What follows belongs to an exercise in optimizing a design on an open flow for small area, a short achievable clock period and few clock cycles per item; a production flow would make more cautious choices. Only simulation tests tie the RTL to the original design; equivalence was not proved. No activity file was given, so power comes from the tool's default toggle rates.

==> flow/design.v (outline; a module is shown in full before it is edited, if it fits) <==
// module float_mul_lane: 1774 lines
// module axis_float_mul_lanes: 51 lines
module axis_float_mul_lanes
#(
  parameter int    LANES      = 4,
  parameter int    USER_W     = 3,
  parameter        ROUND_MODE = "RNE"
) (
  input  logic                       clk,
  input  logic                       rst_n,
  input  logic [64*LANES-1:0]        s_axis_data,
  input  logic [USER_W-1:0]          s_axis_user,
  input  logic                       s_axis_last,
  input  logic                       s_axis_valid,
  output logic                       s_axis_ready,
  output logic [32*LANES-1:0]        m_axis_data,
  output logic [USER_W+2*LANES-1:0]  m_axis_user,
  output logic                       m_axis_last,
  output logic                       m_axis_valid,
  input  logic                       m_axis_ready
);
  // ...
==> flow/flow/run.sh <==
#!/bin/bash
# Standard layout with one extra step between synthesis and floorplan:
# flow/fapol.py re-polarises the full-adder cells of the synthesised netlist
# (a full adder with all inputs and outputs complemented is the same cell),
# which removes most inverters between adders (some XOR gates feeding the
# adders become XNORs). Registers and all other cells are left as the
# standard synthesis made them. Every port still gets a buffer, as in the
# standard flow, but a plain buf_1 rather than the delay cell
# clkdlybuf4s50_1 the resizer picks by default.
set -euo pipefail
bash standard.sh synth > synth.log 2>&1
NET=$(ls orfs/results/*/*/base/1_2_yosys.v)
DIR=$(dirname "$NET")
cp "$NET" yosys_standard.v
python3 flow/fapol.py yosys_standard.v "$NET" > fapol.log 2>&1
rm -f "$DIR/1_synth.odb" "$DIR/1_synth.sdc"
bash standard.sh synth > synth_odb.log 2>&1
bash standard.sh "BUFFER_PORTS_ARGS=-inputs -outputs -buffer_cell sky130_fd_sc_hd__buf_1" finish > layout.log 2>&1
==> flow/flow/fapol.py <==
#!/usr/bin/env python3
"""Re-polarise the full adders of a mapped sky130 netlist.

A full adder is self-dual: FA(~a, ~b, ~c) = (~cout, ~sum). Yosys's extract_fa
picks each adder's polarity on its own, so many adder-to-adder connections
go through an inverter. This pass chooses, per full-adder cell, whether to
use it inverted (all three inputs and both outputs complemented), greedily
minimising the number of signals that need an inverter, then rebuilds the
inverters around the adders: one inverter per signal that is needed in the
polarity its driver does not give. A two-input XOR driving adders may be
swapped for an XNOR (or back) when that gives the polarity they need.

Only nets touched by full adders are changed; registers, ports and all
other cells keep their connections. usage: fapol.py IN.v OUT.v
"""
import re
import sys
from collections import defaultdict

src = open(sys.argv[1]).read()

# Cell instances as written by Yosys's write_verilog: TYPE NAME ( .PIN(NET), ... );
inst_re = re.compile(r"^(\s*)(sky130_fd_sc_hd__\w+)\s+(\S+)\s*\((.*?)\);\n", re.S | re.M)
pin_re = re.compile(r"\.(\w+)\(([^()]*)\)")
OUT_PINS = {"X", "Y", "Q", "Q_N", "SUM", "COUT", "HI", "LO"}

insts = []   # dicts: type, name, pins {pin: net}, span
for m in inst_re.finditer(src):
    pins = {p: " ".join(n.split()) for p, n in pin_re.findall(m.group(4))}
    insts.append({"type": m.group(2), "name": m.group(3), "pins": pins,
                  "span": m.span(), "indent": m.group(1)})

# Port nets (any bit of a port) are never rewired.
port_names = set()
for m in re.finditer(r"^\s*(input|output|inout)\s+(\[[^\]]*\]\s*)?(\S+);", src, re.M):
    port_names.add(m.group(3))
def is_port(net):
    base = net.split("[")[0].strip()
    return base in port_names or net in port_names
assert "assign" not in re.sub(r"//.*", "", src).split("endmodule")[0].split(");", 1)[1] or True

def is_inv(t):
    return re.search(r"__(clk)?inv_\d+$", t) is not None
def is_fa(t):
    return re.search(r"__fa_\d+$", t) is not None
def is_xor(t):
    return re.search(r"__x(n)?or2_\d+$", t) is not None

driver = {}
loads = defaultdict(list)
for i, c in enumerate(insts):
    for p, n in c["pins"].items():
        if p in OUT_PINS:
            driver[n] = (i, p)
        else:
            loads[n].append((i, p))

# root(net): follow inverters back; parity 1 if net = ~root.
def root_of(net):
    par = 0
    seen = set()
    while net in driver and is_inv(insts[driver[net][0]]["type"]) and net not in seen:
        seen.add(net)
        net = insts[driver[net][0]]["pins"]["A"]
        par ^= 1
    return net, par

# For each root: its inverter tree nets and the non-inverter consumers.
tree_nets = defaultdict(set)    # root -> nets in its inverter tree (incl. root)
consumers = defaultdict(list)   # root -> [(inst, pin, parity)]
tree_invs = defaultdict(set)
for net in list(loads.keys()) + list(driver.keys()):
    r, par = root_of(net)
    tree_nets[r].add(net)
for r, nets in list(tree_nets.items()):
    for n in nets:
        _, par = root_of(n)
        for (i, p) in loads[n]:
            if is_inv(insts[i]["type"]):
                tree_invs[r].add(i)
            else:
                consumers[r].append((i, p, par))

fa_ids = [i for i, c in enumerate(insts) if is_fa(c["type"])]
fa_set = set(fa_ids)

def touchable(r):
    if any(is_port(n) for n in tree_nets[r]):
        return False
    if r not in driver:
        return False
    d = driver[r][0]
    return d in fa_set or any(i in fa_set for i, _, _ in consumers[r])
roots = [r for r in tree_nets if touchable(r)]
rootset = set(roots)

# FAs fixed when any of their signals is untouchable.
fixed = set()
fa_roots = defaultdict(set)
for i in fa_ids:
    for p, n in insts[i]["pins"].items():
        r, _ = root_of(n)
        if r not in rootset:
            fixed.add(i)
        fa_roots[i].add(r)

flip = defaultdict(int)

def needs(r):
    return set(par ^ (flip[i] if i in fa_set else 0) for i, p, par in consumers[r])
def provided(r):
    d = driver[r][0]
    if d in fa_set:
        return flip[d]
    if is_xor(insts[d]["type"]):
        n = needs(r)
        return n.pop() if len(n) == 1 else 0   # swap xor/xnor when that helps
    return 0
def cost(r):
    prov = provided(r)
    return 1 if any(x != prov for x in needs(r)) else 0

before = sum(cost(r) for r in roots)

def greedy():
    changed = True
    n = 0
    while changed and n < 50:
        changed = False
        n += 1
        for i in fa_ids:
            if i in fixed:
                continue
            rs = fa_roots[i]
            c0 = sum(cost(r) for r in rs)
            flip[i] ^= 1
            c1 = sum(cost(r) for r in rs)
            if c1 < c0:
                changed = True
            else:
                flip[i] ^= 1
    return n
greedy()
plain = dict(flip)
plain_cost = sum(cost(r) for r in roots)

# Start from a consistent assignment: the parity of every adder-to-adder
# connection fixes the relative polarity of the two adders (union-find with
# parity); each connected group then takes the polarity that suits its
# fixed neighbours best, and a greedy pass finishes.
parent = {i: i for i in fa_ids}
rel = {i: 0 for i in fa_ids}        # polarity relative to parent
def find(i):
    if parent[i] == i:
        return i, 0
    r, p = find(parent[i])
    parent[i] = r
    rel[i] ^= p
    return r, rel[i]
conflicts = 0
for r in roots:
    d = driver[r][0]
    if d not in fa_set or d in fixed:
        continue
    for i, p, par in consumers[r]:
        if i not in fa_set or i in fixed:
            continue
        ra, pa = find(d)
        rb, pb = find(i)
        if ra == rb:
            if pa ^ pb != par:
                conflicts += 1
        else:
            parent[rb] = ra
            rel[rb] = pa ^ pb ^ par
groups = defaultdict(list)
for i in fa_ids:
    if i in fixed:
        continue
    r, p = find(i)
    groups[r].append((i, p))
for g, members in groups.items():
    best = None
    for gp in (0, 1):
        for i, p in members:
            flip[i] = p ^ gp
        rs = set()
        for i, _ in members:
            rs |= fa_roots[i]
        c = sum(cost(r) for r in rs)
        if best is None or c < best[0]:
            best = (c, gp)
    for i, p in members:
        flip[i] = p ^ best[1]
passes = greedy()
after = sum(cost(r) for r in roots)
sys.stderr.write(f"fapol: {len(groups)} adder groups, {conflicts} parity conflicts; "
                 f"greedy alone {plain_cost}, grouped start {after}\n")
if plain_cost < after:
    flip.clear()
    flip.update(plain)
    after = plain_cost
old_invs = set()
for r in roots:
    old_invs |= tree_invs[r]

# Rebuild: for each touched root, consumers wanting the driver's physical
# polarity use the root net; the others use one new inverter.
new_pins = {}           # (inst, pin) -> net
new_cells = []
removed_nets = set()
k = 0
swap = set()
for r in roots:
    d = driver[r][0]
    prov = provided(r)
    if prov and d not in fa_set:
        swap.add(d)                      # xor2 <-> xnor2
    inv_net = None
    for i, p, par in consumers[r]:
        need = par ^ (flip[i] if i in fa_set else 0)
        if need == prov:
            new_pins[(i, p)] = r
        else:
            if inv_net is None:
                k += 1
                inv_net = f"fapol_n{k}"
                new_cells.append((f"fapol_inv{k}", r, inv_net))
            new_pins[(i, p)] = inv_net
    removed_nets |= tree_nets[r] - {r}

def esc(n):
    return n + " " if n.startswith("\\") else n

out = []
pos = 0
for i, c in enumerate(insts):
    s, e = c["span"]
    out.append(src[pos:s])
    pos = e
    if i in old_invs:
        continue
    pins = dict(c["pins"])
    for p in pins:
        if (i, p) in new_pins:
            pins[p] = new_pins[(i, p)]
    ind = c["indent"]
    typ = c["type"]
    if i in swap:
        if "__xor2_" in typ:
            typ = typ.replace("__xor2_", "__xnor2_")
            pins = {("Y" if p == "X" else p): n for p, n in pins.items()}
        else:
            typ = typ.replace("__xnor2_", "__xor2_")
            pins = {("X" if p == "Y" else p): n for p, n in pins.items()}
    body = ",\n".join(f"{ind}  .{p}({esc(n)})" for p, n in pins.items())
    out.append(f"{ind}{typ} {c['name']} (\n{body}\n{ind});\n")
rest = src[pos:]
cells_txt = "".join(
    f"  sky130_fd_sc_hd__inv_1 {name} (\n    .A({esc(a)}),\n    .Y({esc(y)})\n  );\n"
    for name, a, y in new_cells)
idx = rest.rindex("endmodule")
out.append(rest[:idx] + cells_txt + rest[idx:])
txt = "".join(out)

# Declarations: drop scalar wires that no longer exist, add the new ones.
def keep_decl(m):
    name = m.group(1)
    return "" if name in removed_nets and name not in new_pins.values() else m.group(0)
txt = re.sub(r"^  wire (\S+);\n", keep_decl, txt, flags=re.M)
decl = "".join(f"  wire fapol_n{j};\n" for j in range(1, k + 1))
first_wire = re.search(r"^  wire ", txt, re.M).start()
txt = txt[:first_wire] + decl + txt[first_wire:]
open(sys.argv[2], "w").write(txt)

nflip = sum(1 for i in fa_ids if flip[i])
print(f"fapol: {len(fa_ids)} full adders ({len(fixed)} fixed), {nflip} flipped in {passes} passes; "
      f"signals needing an inverter {before} -> {after}; inverters removed {len(old_invs)}, "
      f"added {len(new_cells)}; xor/xnor swapped {len(swap)}")
==> flow/standard.sh <==
#!/bin/bash
# synth_recipe.tcl (not shown) runs the flow's synth.tcl, then flattens the netlist and writes it again
# the make line also repeats each setting of config.mk as NAME=value (left out here)
make -C /OpenROAD-flow-scripts/flow DESIGN_CONFIG=/design/flow/config.mk WORK_HOME=/design/flow/orfs CLKGATE_MAP_FILE= SYNTH_SCRIPT=/design/flow/synth_recipe.tcl "${@:-finish}"
==> flow/config.mk <==
export PLATFORM = sky130hd
export DESIGN_NAME = axis_float_mul_lanes
export DESIGN_NICKNAME = axis_float_mul_lanes
export VERILOG_FILES = /design/flow/design.v
export SDC_FILE = /design/flow/constraint.sdc
export NUM_CORES = 4
export LEC_CHECK = 0
export ABC_AREA = 1
export CAP_MARGIN = 20
export CORE_MARGIN = 2
export CORE_UTILIZATION = 65
export SETUP_SLACK_MARGIN = 3.8
export SLEW_MARGIN = 20
export TNS_END_PERCENT = 0
==> flow/constraint.sdc <==
create_clock -name core_clock -period 8.0 [get_ports {clk}]
set_input_delay 1.6000 -clock core_clock [delete_from_list [all_inputs] [get_ports {clk}]]
set_output_delay 1.6000 -clock core_clock [all_outputs]
set_load 0.01 [all_outputs]
==> reports/metrics.cfg, run 1 <==
[worst_setup_path]
critical_path.reg2reg.startpoint=g_lane[2].u_lane.a_q[13]
criticalPathCategory=flip-flop to flip-flop
setup.worst_path.end_class=flip-flop
path_max_fanout=12
worst-r2r-setup-slack_ns=3.68

[grt]
global_route.usage.total_pct=40.1
global_route.usage.met3_pct=13.9

[cells_and_area]
non_clock_buffer_count=760
nFillCells=10087
layout.comb_gates.multi_input=7033
post-route-util_pct=71.7
layout_commonest_cell=nand2_1
sequential_area_sq_mm=0.0238

[clock_tree]
cts.htree.levels=3
post_cts.resized_instances=71
clock-root-buffer=clkbuf_16

[power_and_ir_drop]
power_leader=combinational cells

[placed_design]
placement.setup.worst_slack_ns=2.79

[die]
row_count=135
fp.dieArea_sq_mm=0.139

[worst_hold_path]
min_from=g_lane[2].u_lane.s1_sign

[run_status]
outcome=no timing/DRC/antenna violations

[timing]
timing_max_transition_violations_final=0
fin_crit_ns=4.32

[drt]
viasPerCell=6.57

Testbench counts, summed over its fixed seeds: cycles 16,024, items 16,000.
==> inputs of run 2 (changes only) <==
--- a/flow/config.mk
+++ b/flow/config.mk
@@ -13,2 +13 @@
 export SLEW_MARGIN = 20
-export TNS_END_PERCENT = 0
==> run 2 against run 1 <==
Net effect:
- still clean
- global-route usage up 1.2 points
- via count rose by 1.7%
- first-iteration DRC count up 5.4%
- final cell count grew 1.1%
- die area unchanged
- final area increased by 1.7%
- synthesized cell count is the same
- sequential power shrank 0.7%
- clock skew increased by 0.018 ns
- clock power shrank 0.9%
- area after synthesis unchanged
- wire length grew 3.1%
- critical endpoint is now g_lane[3].u_lane.s2_x[27]
==> reports/metrics.cfg, run 2 <==
[cells_and_area]
mostFrequentLayoutCells=nand2_1, o22ai_1, fa_1, edfxtp_1, inv_1
area_growth_syn_to_layout_pct=11.7
post-route-util_pct=72.9  ; +1.2 points
layout_commonest_cell=nand2_1
fin_nets=11405
biggest_registers_after_layout=g_lane.u_lane.s2_x (140), g_lane.u_lane.s2_y (140), g_lane.u_lane.result (128)
fraction_of_final_layout_cells_sized_beyond_drive_strength_1_pct=11.3

[placed_design]
dp_hpwl_um=194000
portBuffers=405
globalplace.congestion=0.970

[clock_tree]
cts.htree.levels=3  ; unchanged
cts_made_buffers=91
cts.path.max_buffers=3
cts_hold_buf=0
tritoncts=built
worst_path_clk_slew_ns=0.06
clock-root-buffer=clkbuf_16
cts.sink_count=795
clk_latency_ns=0.74

[worst_setup_path]
timing.critical_path.cells=o22ai_1 > xnor2_1 > fa_1 > fa_1 > fa_1 > fa_1 > fa_1
timing.critical_path.depth=7
setup.worst_path.end_class=flip-flop
path_max_fanout=13  ; +1
buffers_plus_inverters_on_the_worst_setup_path=0
worstPathArrival_ns=4.77
timing.critical_path.slowest_cell_delay_ns=0.82
criticalPathCategory=flip-flop to flip-flop
crit_path_start_kind=flip-flop
cp_common_cell=fa_1
timing.critical_path.required_ns=8.47
path_delay_family=adder cells
crit_slowest_cell=edfxtp_1
timing.reg2reg.worst_path_depth=7

[die]
fp.dieW_um=372
floorplan.initialDensity_pct=65.3
boundaryPins=406
fp.dieArea_sq_mm=0.139  ; unchanged
die_y_um=372
row_count=135  ; unchanged
core_area_sq_mm=0.135

[timing]
timing_max_transition_violations_final=0  ; unchanged
fin_crit_ns=4.30  ; -0.0197 ns
timing.fmax_ghz=0.233
min_period_over_period_pct=53.8
hold_violations=0
timing.hold.ws_ns=0.413
fin_worst_skew_ns=0.0439
setup_violations=0
timing.slew.headroom_pct=12.6
unrepaired_setup_endpoints_after_global_routing=yes
worst_pin_slew_ns=1.30

[grt]
global_route.usage.total_pct=41.3  ; +1.2 points
maximum_number_of_pins_on_one_net_before_global_route_repair=164
global_route_wire_length_before_repair_um=437000
grt_antenna_before_repair=16
grt_pass1_vias=75218
global_route.overflow_total=0

[worst_hold_path]
whs_path_depth=0
hp-class=flip-flop to flip-flop

[job]
max_cap_viol_count=0

[power_and_ir_drop]
vdd_drop_max_v=0.000270
leakage_power_nw=39.3
p_per_area_mw_per_mm2=467

[yosys]
net_count_synth=10931
synthesis.yosys.warnings=5
synthCells=9227
avgSynthCellArea_sq_um=9.56
synthesis.area_sq_mm=0.0882

[drt]
drt_drc_violations_left=0
average_wire_per_standard_cell_um=25.4
vias=76510
route.antenna.remaining_nets=0
first_iter_violations=10860
detail_route.wirelength_um=294000
detailed_router_iteration_count_before_antenna_repair=9
viasPerCell=6.61  ; +0.61%

[run_status]
outcome=no timing/DRC/antenna violations

run 2: cell types whose count changed in the layout (fill, tap and decap cells not counted), moves of 10 or more:
cell        before   now
fa_2             3    13
fa_1          1033  1023
buf_12          22    36
clkinvlp_4      50    71
buf_4          288   374
clkbuf_1        24    13
run 2: power breakdown:
part / switching (mW) / internal (mW) / leakage (nW)
clock: 1.86 / 2.35 / 1.40
sequential: 0.681 / 7.82 / 8.46
combinational: 20.2 / 13.0 / 29.4
total: 22.8 / 23.2 / 39.3
run 2: timing repair:
action | 4_1_cts | 5_1_grt
setup buffers | 162 | 161
gates resized for setup | 132 | 251
cloned | 37 | 11
pin swaps | 17 | 96
endpoints found under the setup margin | 282 | 282
run 2: routing by layer:
metal	up-vias	track usage [%]	wire length, um
met4	10	20.9	19600
met1	36266	54.0	106000
met2	6007	60.2	122000
met3	1648	15.8	46000
met5	-	0.175	115
li1	32579	-	-
run 2: path summary, 6_finish.rpt:
kind	slack, ns	end	start
worst max-delay path	3.70	g_lane[3].u_lane.s2_x[27]	g_lane[3].u_lane.btwon_q[4]
worst min-delay path	0.41	g_lane[3].u_lane.s2_exp[4]	g_lane[3].u_lane.s1_exp[4]
worst max register to register	3.70	g_lane[3].u_lane.s2_x[27]	g_lane[3].u_lane.btwon_q[4]
worst min register to register	0.41	g_lane[3].u_lane.s2_exp[4]	g_lane[3].u_lane.s1_exp[4]
run 2: layout make-up:
cell class | instances | area, sq um
Timing Repair Buffer | 870 | 5800
Sequential cell | 795 | 23800
Inverter | 877 | 3540
Tap cell | 1781 | 2230
Multi-Input combinational cell | 7035 | 60000
Timing Repair inverter | 31 | 205
Antenna cell | 16 | 40.0
Clock buffer | 104 | 2330
Clock inverter | 61 | 586
Fill cell | 9900 | 36600
run 2: stage by stage:
stage	area (sq um)	cells	setup WS [ns]	total power, mW	setup TNS [ns]
global placement	90900	11014	2.94	38.0	0
CTS	96000	11380	3.76	44.3	0
finish	98500	11570	3.70	46.0	0
global route	98500	11560	3.72	50.2	0
floorplan	88200	9227	-6.07	30.8	-4821.49
detailed placement	90900	11016	2.86	39.2	0
==> inputs of run 3 (changes only) <==
--- a/flow/config.mk
+++ b/flow/config.mk
@@ -11,3 +11,5 @@
 export CORE_UTILIZATION = 65
+export CTS_BUF_LIST = sky130_fd_sc_hd__clkbuf_8
 export SETUP_SLACK_MARGIN = 3.8
 export SLEW_MARGIN = 20
+export TNS_END_PERCENT = 0
==> run 3 against run 2 <==
Net effect:
- still clean on timing, DRC and antenna
- utilization shrank 2.5 points
- clock skew grew 0.011 ns
- power shrank 3.2%
- final area shrank 3.5%
- worst hold slack lost 0.012 ns
- worst setup slack lost 0.17 ns
- critical path type unchanged
- largest cell class unchanged
- highest routed layer unchanged
==> reports/metrics.cfg, run 3 <==
[clock_tree]
cts_hold_buf=0  ; unchanged
clk_latency_ns=0.94  ; +0.20 ns
clock-root-buffer=clkbuf_8
cts_made_buffers=144  ; +58%
worst_path_clk_slew_ns=0.06  ; about the same
cts.sink_count=795  ; unchanged
tritoncts=built
cts.htree.levels=4  ; +1
cts.path.max_buffers=3  ; unchanged

[grt]
maximum_number_of_pins_on_one_net_before_global_route_repair=166  ; +1.2%
global_route.usage.total_pct=40.2  ; -1.2 points
grt_pass1_vias=73619  ; -2.1%
grt_antenna_before_repair=20  ; +4
global_route.overflow_total=0  ; unchanged
global_route_wire_length_before_repair_um=426000  ; -2.6%

[cells_and_area]
layout_commonest_cell=nand2_1
nFillCells=10349  ; +4.5%
area_growth_syn_to_layout_pct=7.80
fraction_of_final_layout_cells_sized_beyond_drive_strength_1_pct=8.37  ; -3.0 points
biggest_registers_after_layout=g_lane.u_lane.s2_x (140), g_lane.u_lane.s2_y (140), g_lane.u_lane.result (128)
mostFrequentLayoutCells=nand2_1, o22ai_1, fa_1, edfxtp_1, inv_1
fin_nets=11198  ; -1.8%

[timing]
fin_crit_ns=4.47  ; +0.175 ns
timing.fmax_ghz=0.223  ; -3.9%
fin_worst_skew_ns=0.0547  ; +0.0108 ns
hold_violations=0  ; unchanged
timing.hold.ws_ns=0.402  ; -0.0116 ns
unrepaired_setup_endpoints_after_global_routing=yes
worst_pin_slew_ns=1.27  ; -0.0336 ns
min_period_over_period_pct=55.9  ; +2.2 points
timing_max_transition_violations_final=0  ; unchanged
timing.slew.headroom_pct=15.5  ; +2.9 points
setup_violations=0  ; unchanged

[placed_design]
globalplace.congestion=0.987  ; +1.8%
dp_hpwl_um=195000  ; +0.68%
portBuffers=405  ; unchanged

[worst_setup_path]
criticalPathCategory=flip-flop to flip-flop
path_max_fanout=12  ; -1
crit_path_start_kind=flip-flop
worstPathArrival_ns=5.10  ; +0.33 ns
timing.critical_path.required_ns=8.63  ; +0.16 ns
setup.worst_path.end_class=flip-flop

[die]
floorplan.initialDensity_pct=65.3  ; unchanged
row_count=135  ; unchanged
fp.dieArea_sq_mm=0.139  ; unchanged
boundaryPins=406  ; unchanged
fp.dieW_um=372  ; unchanged
die_y_um=372  ; unchanged
core_area_sq_mm=0.135  ; unchanged

[yosys]
synthesis.area_sq_mm=0.0882  ; unchanged
synthesis.yosys.warnings=5  ; unchanged
avgSynthCellArea_sq_um=9.56  ; unchanged
synthCells=9227  ; unchanged
net_count_synth=10931  ; unchanged

[drt]
detailroute.wirelength.met3_um=41700  ; -9.3%
vias=74338  ; -2.8%
viasPerCell=6.52  ; -1.4%
detailed_router_iteration_count_before_antenna_repair=8  ; -1
route.antenna.remaining_nets=0  ; unchanged
route.layer.met1.wl_um=103000  ; -2.2%
first_iter_violations=9684  ; -11%
average_wire_per_standard_cell_um=24.5  ; -3.5%
topRoutingLayerUsed=met5
detail_route.wirelength_um=279000  ; -4.9%
drt_drc_violations_left=0  ; unchanged
met2_length_um=118000  ; -3.6%

[power_and_ir_drop]
vdd_drop_max_v=0.000312  ; +16%
p_per_area_mw_per_mm2=469  ; +0.35%
total_power_mw=44.5  ; -3.2%
leakage_power_nw=37.8  ; -3.7%

[job]
max_cap_viol_count=0  ; unchanged

[worst_hold_path]
hp-class=flip-flop to flip-flop

[run_status]
outcome=no timing/DRC/antenna violations

run 3: cell count changes in the layout (fill, tap and decap cells not counted), sizes merged:
cell	delta
diode	-4
buf	-234
clkbuf	+35
nand2	-1
clkinv	+26
clkinvlp	-17
inv	+28
nand3	-2
run 3: path summary, 6_finish.rpt:
| kind | to | start | slack (ns) | cells after the start |
|---|---|---|---|---|
| setup reg to reg | g_lane[1].u_lane.s2_x[28] | g_lane[1].u_lane.a_q[21] | 3.53 | 8 |
| setup / recovery | g_lane[1].u_lane.s2_x[28] | g_lane[1].u_lane.a_q[21] | 3.53 | 8 |
| hold reg to reg | g_lane[1].u_lane.s2_exp[4] | g_lane[1].u_lane.s1_exp[4] | 0.40 | 0 |
| hold / removal | g_lane[1].u_lane.s2_exp[4] | g_lane[1].u_lane.s1_exp[4] | 0.40 | 0 |
run 3: per-stage QoR:
stage	setup WS, ns	utilization (%)	instances	instance area [sq um]	setup TNS (ns)
after floorplan	-6.07	-	9227	88200	-4821.49
after global placement	2.82	67.2	11014	90900	0
after detailed placement	2.79	67.3	11016	90900	0
after CTS	3.69	70.1	11369	94800	0
after global routing	3.43	70.4	11394	95100	0
final	3.53	70.4	11401	95100	0
run 3: repair_timing:
| item | CTS | global route |
|---|---|---|
| pin swaps | 9 | 10 |
| setup buffers | 75 | 16 |
| gates cloned | 18 | 4 |
| resized for setup | 72 | 37 |
| endpoints found under the setup margin | 262 | 289 |
run 3: routing by layer:
layer / track usage (%) / vias up
met5: 0 / -
met4: 19.7 / 20
met3: 14.1 / 1280
met2: 58.5 / 5536
met1: 53.5 / 35366
li1: - / 32136
run 3: cell type report:
class / instances / area (sq um) / share of cell area, %
Clock buffer: 146 / 2010 / 2.11
Clock inverter: 114 / 773 / 0.813
Inverter: 877 / 3430 / 3.61
Multi-Input combinational cell: 7032 / 59300 / 62.3
Antenna cell: 12 / 30.0 / 0.0316
Timing Repair Buffer: 629 / 3420 / 3.59
Sequential cell: 795 / 23800 / 25.1
Tap cell: 1781 / 2230 / 2.34
Timing Repair inverter: 15 / 85.1 / 0.0895
run 3: critical path, cell delays in order, from the launching register on:
cell and delay, ns:
edfxtp_1 0.63, clkinvlp_4 0.50, o22ai_1 0.33, xnor2_1 0.12, fa_1 0.47, fa_1 0.59
fa_1 0.44, fa_1 0.58, fa_1 0.50
run 3: where the power goes:
group | internal, mW | switching (mW)
clock network | 1.98 | 1.84
logic | 12.4 | 19.7
registers | 7.82 | 0.784
total | 22.2 | 22.3

==> re-timing with driven ports <==
Ports are ideal in the flow. The routed layouts listed here were re-timed in OpenROAD.
Step 1, drivers: a clkbuf_16 drives clk and a buf_2 each remaining input, both assumed.
Step 2 moves the port delays by t, midway between the first and last clock arrival at a register: inputs arrive t later, outputs are due t later. That takes back most of the time a late clock gives input paths.
Slacks: ideal ports / drivers / drivers and shift; pairs: ideal ports / drivers.
run | t, ns | setup WS [ns] | slew at the worst register clock pin (ns) | cell pins on the clock port's net
run 1 | 0.776 | 3.680 / 3.680 / 3.186 | 0.07 / 0.07 | 1
run 2 | 0.810 | 3.700 / 3.700 / 3.237 | 0.08 / 0.08 | 1
run 3 | 1.002 | 3.525 / 3.525 / 2.987 | 0.07 / 0.07 | 1
After both steps setup and hold are still met in every run listed. The setup slack of run 3, which loses most, moves by 0.000 ns with the drivers and by -0.538 ns with both steps.
